Source: an optimization exercise on an open RTL-to-GDS flow (aim: small area, a short achievable clock period and few clock cycles). Production flows keep margins and buffers that such runs may drop.
Function was checked by simulation only, so behaviour that the tests miss may differ from the original.

==> flow/design.v <==
`timescale 1ns/10ps
`default_nettype none
module mvdm_top (
    input  logic       clk,
    input  logic       rst_n,
    input  logic       in_valid,
    input  logic       in_valid2,
    input  logic [7:0] in_data,
    output logic       out_valid,
    output logic       out_sad
);
    logic       iv_q;
    logic [7:0] d_q;
    logic [8:0] pc;           
    logic [1:0] vc;           
    logic [2:0] x0, x1;
    logic [2:0] cl;
    assign cl = (in_data > 8'd6) ? 3'd6 : in_data[2:0];
    always_ff @(posedge clk or negedge rst_n) begin
        if (!rst_n) begin
            iv_q <= 1'b0;
            pc   <= '0;
            vc   <= '0;
        end else begin
            iv_q <= in_valid;
            if (iv_q) pc <= pc + 9'd1;
            if (in_valid2) vc <= vc + 2'd1;
        end
    end
    always_ff @(posedge clk) begin
        d_q <= in_data;
        if (in_valid2 && vc == 2'd0) x0 <= cl;
        if (in_valid2 && vc == 2'd2) x1 <= cl;
    end
    logic [127:0] r0 [16];
    logic [127:0] r1 [16];
    logic         ld0, ld1, mv0, mv1, rot0, rot1;
    logic [3:0]   ph0, ph1;
    assign ld0 = iv_q & ~pc[8];
    assign ld1 = iv_q &  pc[8];
    assign mv0 = rot0 | (ld0 && pc[3:0] == 4'd0);
    assign mv1 = rot1 | (ld1 && pc[3:0] == 4'd0);
    always_ff @(posedge clk) begin
        for (int s = 0; s < 15; s++) begin
            if (mv0) r0[s] <= r0[s+1];
            if (mv1) r1[s] <= r1[s+1];
        end
        if (ld0)       r0[15] <= {d_q, r0[15][127:8]};
        else if (rot0) r0[15] <= r0[0];
        if (ld1)       r1[15] <= {d_q, r1[15][127:8]};
        else if (rot1) r1[15] <= r1[0];
    end
    logic       srch;
    logic [3:0] tgt0, tgt1;
    logic [1:0] dy, dx;
    logic       sbc, sbr;
    logic       issue, gend, last;
    assign issue = srch && ph0 == tgt0 && ph1 == tgt1;
    assign gend  = sbc && dx == 2'd2;
    assign last  = gend && dy == 2'd2 && sbr;
    assign rot0  = (ph0 != tgt0) | (issue & gend);
    assign rot1  = (ph1 != tgt1) | (issue & gend & dy == 2'd2);
    always_ff @(posedge clk or negedge rst_n) begin
        if (!rst_n) begin
            srch <= 1'b0;
            tgt0 <= '0;
            tgt1 <= '0;
            ph0  <= '0;
            ph1  <= '0;
            dy   <= '0;
            dx   <= '0;
            sbc  <= 1'b0;
            sbr  <= 1'b0;
        end else begin
            if (ld0)       ph0 <= '0;
            else if (rot0) ph0 <= ph0 + 4'd1;
            if (ld1)       ph1 <= '0;
            else if (rot1) ph1 <= ph1 + 4'd1;
            if (in_valid2 && vc == 2'd1) tgt0 <= {1'b0, cl};
            if (in_valid2 && vc == 2'd3) begin
                tgt1 <= {1'b0, cl};
                srch <= 1'b1;
                dy   <= '0;
                dx   <= '0;
                sbc  <= 1'b0;
                sbr  <= 1'b0;
            end else if (issue) begin
                sbc <= ~sbc;
                if (sbc) dx <= (dx == 2'd2) ? 2'd0 : dx + 2'd1;
                if (gend) begin
                    dy <= (dy == 2'd2) ? 2'd0 : dy + 2'd1;
                    if (dy == 2'd2) sbr <= 1'b1;
                    if (last) begin
                        srch <= 1'b0;
                        tgt0 <= '0;
                        tgt1 <= '0;
                    end else begin
                        tgt0 <= tgt0 + ((dy == 2'd2) ? 4'd2 : 4'd1);
                        if (dy == 2'd2) tgt1 <= tgt1 + 4'd4;
                    end
                end
            end
        end
    end
    logic [3:0]   c0, c1;
    logic [1:0]   t1;
    logic [127:0] q0 [4];
    logic [127:0] q1 [4];
    logic [31:0]  w0 [4];
    logic [31:0]  w1 [4];
    logic [8:0]   res [4][4];
    assign c0 = {1'b0, x0} + {2'b00, dx} + {1'b0, sbc, 2'b00};
    assign c1 = {1'b0, x1} + {2'b00, 2'd2 - dx} + {1'b0, sbc, 2'b00};
    assign t1 = 2'd2 - dy;
    always_comb begin
        for (int r = 0; r < 4; r++) begin
            q0[r] = r0[r];
            case (t1)
                2'd0:    q1[r] = r1[r];
                2'd1:    q1[r] = r1[r+1];
                default: q1[r] = r1[r+2];
            endcase
            w0[r] = 32'(q0[r] >> {c0, 3'b000});
            w1[r] = 32'(q1[r] >> {c1, 3'b000});
        end
    end
    logic       v1, v2, v3, v4;
    logic [6:0] tag1, tag2, tag3, tag4;    
    always_ff @(posedge clk) begin
        for (int r = 0; r < 4; r++)
            for (int k = 0; k < 4; k++)
                res[r][k] <= {1'b0, w0[r][8*k +: 8]} - {1'b0, w1[r][8*k +: 8]};
        tag1 <= {last, sbr, sbc, ({2'b00, dx} << 1) + {2'b00, dx} + {2'b00, dy}};
    end
    logic signed [10:0] rh [4][4];
    always_ff @(posedge clk) begin
        for (int r = 0; r < 4; r++) begin
            logic signed [9:0] s01, d01, s23, d23;
            s01 = $signed(res[r][0]) + $signed(res[r][1]);
            d01 = $signed(res[r][0]) - $signed(res[r][1]);
            s23 = $signed(res[r][2]) + $signed(res[r][3]);
            d23 = $signed(res[r][2]) - $signed(res[r][3]);
            rh[r][0] <= s01 + s23;
            rh[r][1] <= d01 + d23;
            rh[r][2] <= s01 - s23;
            rh[r][3] <= d01 - d23;
        end
        tag2 <= tag1;
    end
    logic signed [12:0] ch [4][4];
    always_ff @(posedge clk) begin
        for (int k = 0; k < 4; k++) begin
            logic signed [11:0] s01, d01, s23, d23;
            s01 = rh[0][k] + rh[1][k];
            d01 = rh[0][k] - rh[1][k];
            s23 = rh[2][k] + rh[3][k];
            d23 = rh[2][k] - rh[3][k];
            ch[0][k] <= s01 + s23;
            ch[1][k] <= d01 + d23;
            ch[2][k] <= s01 - s23;
            ch[3][k] <= d01 - d23;
        end
        tag3 <= tag2;
    end
    logic [13:0] sb;
    always_ff @(posedge clk) begin
        logic [13:0] acc;
        acc = '0;
        for (int i = 0; i < 4; i++)
            for (int k = 0; k < 4; k++)
                acc = acc + 14'(ch[i][k][12] ? -ch[i][k] : ch[i][k]);
        sb   <= acc;
        tag4 <= tag3;
    end
    logic [13:0] hold;
    logic [14:0] fifo [9];
    logic [15:0] tot;
    logic [3:0]  tot_s;
    logic        v5, last5;
    logic [14:0] half;
    assign half = {1'b0, hold} + {1'b0, sb};
    always_ff @(posedge clk) begin
        if (v4 && !tag4[4]) hold <= sb;
        if (v4 && tag4[4]) begin
            fifo[0] <= half;
            for (int e = 1; e < 9; e++) fifo[e] <= fifo[e-1];
        end
        tot   <= {1'b0, fifo[8]} + {1'b0, half};
        tot_s <= tag4[3:0];
    end
    logic [15:0] best;
    logic [3:0]  bs;
    logic        first, done6;
    logic [4:0]  ocnt;
    always_ff @(posedge clk or negedge rst_n) begin
        if (!rst_n) begin
            v1 <= 1'b0; v2 <= 1'b0; v3 <= 1'b0; v4 <= 1'b0; v5 <= 1'b0;
            last5     <= 1'b0;
            first     <= 1'b1;
            done6     <= 1'b0;
            ocnt      <= '0;
            out_valid <= 1'b0;
            out_sad   <= 1'b0;
        end else begin
            v1 <= issue;
            v2 <= v1;
            v3 <= v2;
            v4 <= v3;
            v5    <= v4 && tag4[4] && tag4[5];
            last5 <= v4 && tag4[6];
            done6 <= v5 && last5;
            if (v5) first <= last5;
            if (done6) begin
                out_valid <= 1'b1;
                out_sad   <= best[0];
                ocnt      <= 5'd1;
            end else if (out_valid && ocnt != 5'd28) begin
                out_sad   <= (ocnt < 5'd24) ? best[0] : bs[0];
                ocnt      <= ocnt + 5'd1;
            end else begin
                out_valid <= 1'b0;
                out_sad   <= 1'b0;
            end
        end
    end
    always_ff @(posedge clk) begin
        if (v5) begin
            if (first || {tot, tot_s} < {best, bs}) begin
                best <= tot;
                bs   <= tot_s;
            end
        end else if (done6 || out_valid) begin
            if (done6 || ocnt < 5'd24) best <= {1'b0, best[15:1]};
            else                       bs   <= {1'b0, bs[3:1]};
        end
    end
endmodule
`default_nettype wire
==> flow/run.sh <==
#!/bin/bash
# synth_recipe.tcl (not shown) runs the flow's synth.tcl, then flattens the netlist and writes it again
# the make line also repeats each setting of config.mk as NAME=value (left out here)
make -C /OpenROAD-flow-scripts/flow DESIGN_CONFIG=/design/flow/config.mk WORK_HOME=/design/flow/orfs CLKGATE_MAP_FILE= SYNTH_SCRIPT=/design/flow/synth_recipe.tcl finish
==> flow/config.mk <==
export PLATFORM = sky130hd
export DESIGN_NAME = mvdm_top
export DESIGN_NICKNAME = mvdm_top
export VERILOG_FILES = /design/flow/design.v
export SDC_FILE = /design/flow/constraint.sdc
export NUM_CORES = 8
export LEC_CHECK = 0
export CAP_MARGIN = 20
export CORE_MARGIN = 2
export CORE_UTILIZATION = 40
export SLEW_MARGIN = 20
==> flow/constraint.sdc <==
create_clock -name core_clock -period 15.0 [get_ports {clk}]
set_input_delay 3.0000 -clock core_clock [delete_from_list [all_inputs] [get_ports {clk}]]
set_output_delay 3.0000 -clock core_clock [all_outputs]
set_load 0.01 [all_outputs]
==> impl_metrics.tcl <==
set metrics [dict create \
    cp.arrival_ns 8.50 \
    grt-ovfl-total 0 \
    worst_slew_pin_slew_ns 1.174 \
    dpl-instance-area_sq_um 234000 \
    core_area_sq_um 563900 \
    ys_ff_latch 4901 \
    synthMuxAreaShare_pct 8.539 \
    grt.total_usage_pct 21.42 \
    syn-cell-area_sq_um 225900 \
    hold_viol 0 \
    r2r_end "res[15][6]$_DFF_P_" \
    antenna_found_initial 51 \
    rows 276 \
    startpoint_type "flip-flop" \
    viasPerCell 5.545 \
    cp-end-kind "flip-flop" \
    r2r_slack_ns 7.46 \
    fin_util_pct 44.69 \
    synth_xor_area_share_pct 3.241 \
    clock_sinks 4901 \
    fp.dieW_um 755.5 \
    synth.top_cells.by_area "edfxtp_1 (57%), mux4_2 (5.3%), dfxtp_1 (5.1%)" \
    cts_max_level 6 \
    nets 17150 \
    cpPeakStageDelay_ns 0.88 \
    drive_gt1_share_pct 10.66 \
    synth_compound_area_share_pct 9.110 \
    slew_viol_final 0 \
    crit_family "buffers and inverters" \
    post-route-drc-count 0 \
    async_reset_ff_share_pct 1.020 \
    yosysUniqueCellTypes 88 \
    grt_pass1_wl_um 899900 \
    die_h_um 755.5 \
    synth_fa_ha_area_share_pct 7.274 \
    post-route-period-util_pct 50.29 \
    synth_ff_type "edfxtp_1" \
    wirelength_um 630700 \
    r2r-start "dx[0]$_DFFE_PN0P_" \
    cts_setup_buffers 0 \
    preCtsSetupSlack_ns 7.636 \
    reg2reg_depth 17 \
    cts_buffers 530 \
    min_period_ns 7.544 \
    fmax_mhz 132.6 \
    rsz0062_at_grt "no" \
    syn2layout_area_growth_pct 11.56 \
    seq_area_frac_synth_pct 62.47 \
    fill_cells 49860 \
    worst-path-buf-inv 5 \
    hold_path.class "flip-flop to flip-flop" \
    multi_input_area_sq_um 78140 \
    syn_avg_cell_area_sq_um 14.11 \
    grt_start_max_net_pins 200 \
    initial_utilization_pct 40.06 \
    root_buffer "clkbuf_16" \
    cts_hold_buf 0 \
    slowest_stage "fa_4" \
    min_from "tag4[2]$_DFF_P_" \
    clkLatencyLatePin_ns 1.11 \
    relSlewSlack_pct 21.50 \
    initialDrtViolationCount 15740 \
    path_class "flip-flop to flip-flop" \
    required_ns 15.96 \
    synth_top_family_by_area "compound AO/OA/AOI/OAI gates" \
    crit_top_cell "buf_4" \
    crit_path_max_fanout 147 \
    cts_tree "done" \
    synthCells 16010 \
    io_pins 14 \
    clock-skew-final_ns 0.1121 \
    worst_slack_ns 7.456 \
    holdWs_ns 0.3260 \
    clockBufferDepth 4 \
    fin_setup_tns_ns 0 \
    hold_depth 0 \
    syn_nets 17180 \
    antenna_left 0 \
    place_hpwl_um 458500 \
    hold_end "tot_s[2]$_DFF_P_" \
    cp_cell_sequence "ha_4, inv_1, fa_4, buf_4, buf_12, buf_4, buf_4, mux2i_1, a211oi_1, a211oi_1, a31oi_1, ha_1, o21ai_0, a21boi_0, o21ai_0, nand2b_1, xor2_1" \
    regArea_sq_um 141100 \
    die_area_sq_um 570800 \
    post_cts_resized 0 \
    yosysTopAreaCell "edfxtp_1" \
    grt_pass1_vias 125000 \
    yosys.area_share.simple_pct 6.257 \
    synth_top_area_share_pct 56.78 \
    vias 132600 \
    dr.pass1.iters 10 \
    status "complete, no violations" \
    place_congestion 0.9570 \
    yosys_warnings 11 \
    path_clk_slew_ns 0.06 \
    synth_edf_count 4271 \
    design_area_sq_um 252000 \
    wire_per_inst_um 26.36 \
    port_buffers 13 \
    maxCapViolations 0 \
    finalSetupViolations 0 \
]
==> worst max-delay path by stage <==
stage,to,depth (start not counted),from
floorplan,r0[0][0]$_DFFE_PP_,4,pc[0]$_DFFE_PN0P_
detailed placement,res[15][6]$_DFF_P_,17,dx[0]$_DFFE_PN0P_
global placement,res[15][6]$_DFF_P_,17,dx[0]$_DFFE_PN0P_
global route,res[15][8]$_DFF_P_,17,dx[0]$_DFFE_PN0P_
finish,res[15][6]$_DFF_P_,17,dx[0]$_DFFE_PN0P_
CTS,res[15][6]$_DFF_P_,17,dx[0]$_DFFE_PN0P_
==> cells by family (layout without fill, tap and decap cells) <==
kind of cell    count (synthesis)  count (layout)
buf+inv                      1713            2109
fa+ha+maj                    1159            1159
mux                          1252            1252
compound gates               3004            3004
simple gates                 3141            3141
other cells                     0              17
flops                        4901            4901
xor+xnor                      835             835
==> cell type report <==
| type | instances | share of cell area, % |
|---|---|---|
| Inverter | 958 | 1.435 |
| Clock inverter | 303 | 1.546 |
| Antenna cell | 17 | 0.01688 |
| Tap cell | 7506 | 3.727 |
| Sequential cell | 4901 | 56.00 |
| Timing Repair Buffer | 195 | 0.7249 |
| Clock buffer | 653 | 5.548 |
| Multi-Input combinational cell | 9391 | 31.01 |
==> layout by cell type, fill, tap and decap left out, types with 43 or more instances in the layout <==
master / n
o211ai_1: 143
dfrtp_1: 49
nand2b_1: 142
o21bai_1: 83
ha_1: 897
dfxtp_1: 580
nand3_1: 83
nor3_1: 184
nor2_1: 828
a21oi_1: 620
bufinv_16: 44
mux2i_1: 658
clkbuf_16: 535
nor2b_1: 194
clkinv_2: 77
or2_2: 72
inv_1: 954
o31ai_1: 59
a22o_1: 342
buf_4: 153
o21ai_0: 587
a22oi_1: 179
xnor2_1: 597
clkbuf_1: 103
a221o_1: 54
o311ai_0: 43
fa_1: 255
xor2_1: 234
clkinv_1: 78
a211oi_1: 191
edfxtp_1: 4271
or3_1: 138
mux2_2: 60
mux4_2: 534
nand2_1: 1302
a21o_1: 95
a31oi_1: 113
==> cells in the mapped netlist (59+ instances only) <==
library cell / n
clkbuf_1: 308
nor3_1: 185
nand2_1: 1306
edfxtp_1: 4271
buf_1: 76
fa_1: 257
o21bai_1: 83
buf_2: 326
xnor2_1: 598
a22oi_1: 179
a22o_1: 342
nand2b_1: 143
a211oi_1: 195
or2_2: 72
mux2_2: 60
ha_1: 902
xor2_1: 236
a21o_1: 97
o21ai_0: 598
mux2i_1: 658
nor2b_1: 196
dfxtp_1: 580
nor2_1: 835
a31oi_1: 118
inv_1: 957
a21oi_1: 622
mux4_2: 534
o31ai_1: 59
or3_1: 138
o211ai_1: 143
nand3_1: 83
==> per-layer routing <==
metal / part of all wire (%) / GRT usage (%) / vias up
li1: - / - / 59830
met1: 45 / 31.74 / 67060
met2: 43 / 31.24 / 4876
met3: 7.4 / 3.905 / 851
met4: 4.2 / 8.245 / 26
met5: 0.027 / 0 / -
==> state kept, by name (all words and copies together) (netlist names), 16 cells and up <==
signal,count
best,16
ch,198
fifo,135
r0,2048
r1,2048
res,144
rh,168
tot,16
==> worst register-to-register path, stage by stage (launching register included) <==
cell and delay (ns):
dfrtp_1 0.55, ha_4 0.19, inv_1 0.05, fa_4 0.88, buf_4 0.57, buf_12 0.56, buf_4 1.17, buf_4 0.87
mux2i_1 0.27, a211oi_1 0.28, a211oi_1 0.09, a31oi_1 0.80, ha_1 0.42, o21ai_0 0.12, a21boi_0 0.17, o21ai_0 0.19
nand2b_1 0.11, xor2_1 0.15
==> metrics by stage <==
step	cells
global route	23910
CTS	23910
global placement	22950
detailed placement	22950
floorplan	16010
finish	23920
Testbench counts, summed over its fixed seeds: cycles 18,514.

-- afterwards: timing with drivers on the ports --
The flow's constraints put no driver on any port. The routed layout listed below was extracted and timed again, unchanged, in two steps.
Step 1, drivers: a clkbuf_16 drives clk and a buf_2 each remaining input, both assumed.
Step 2 also shifts input and output timing later by t, the mid clock arrival at the registers, as if the neighbouring blocks saw the same clock.
Three values: ideal, step 1, step 2; two values: the first two.
shift t [ns]: 1.177
slack for setup (ns): 7.456 / 7.456 / 7.456
worst setup path at the end: register to register
pins driven straight from the clock port: 1
After both steps this run still meets setup and hold. For this run, drivers alone change the setup slack by 0.000 ns; drivers and shift together by 0.000 ns.
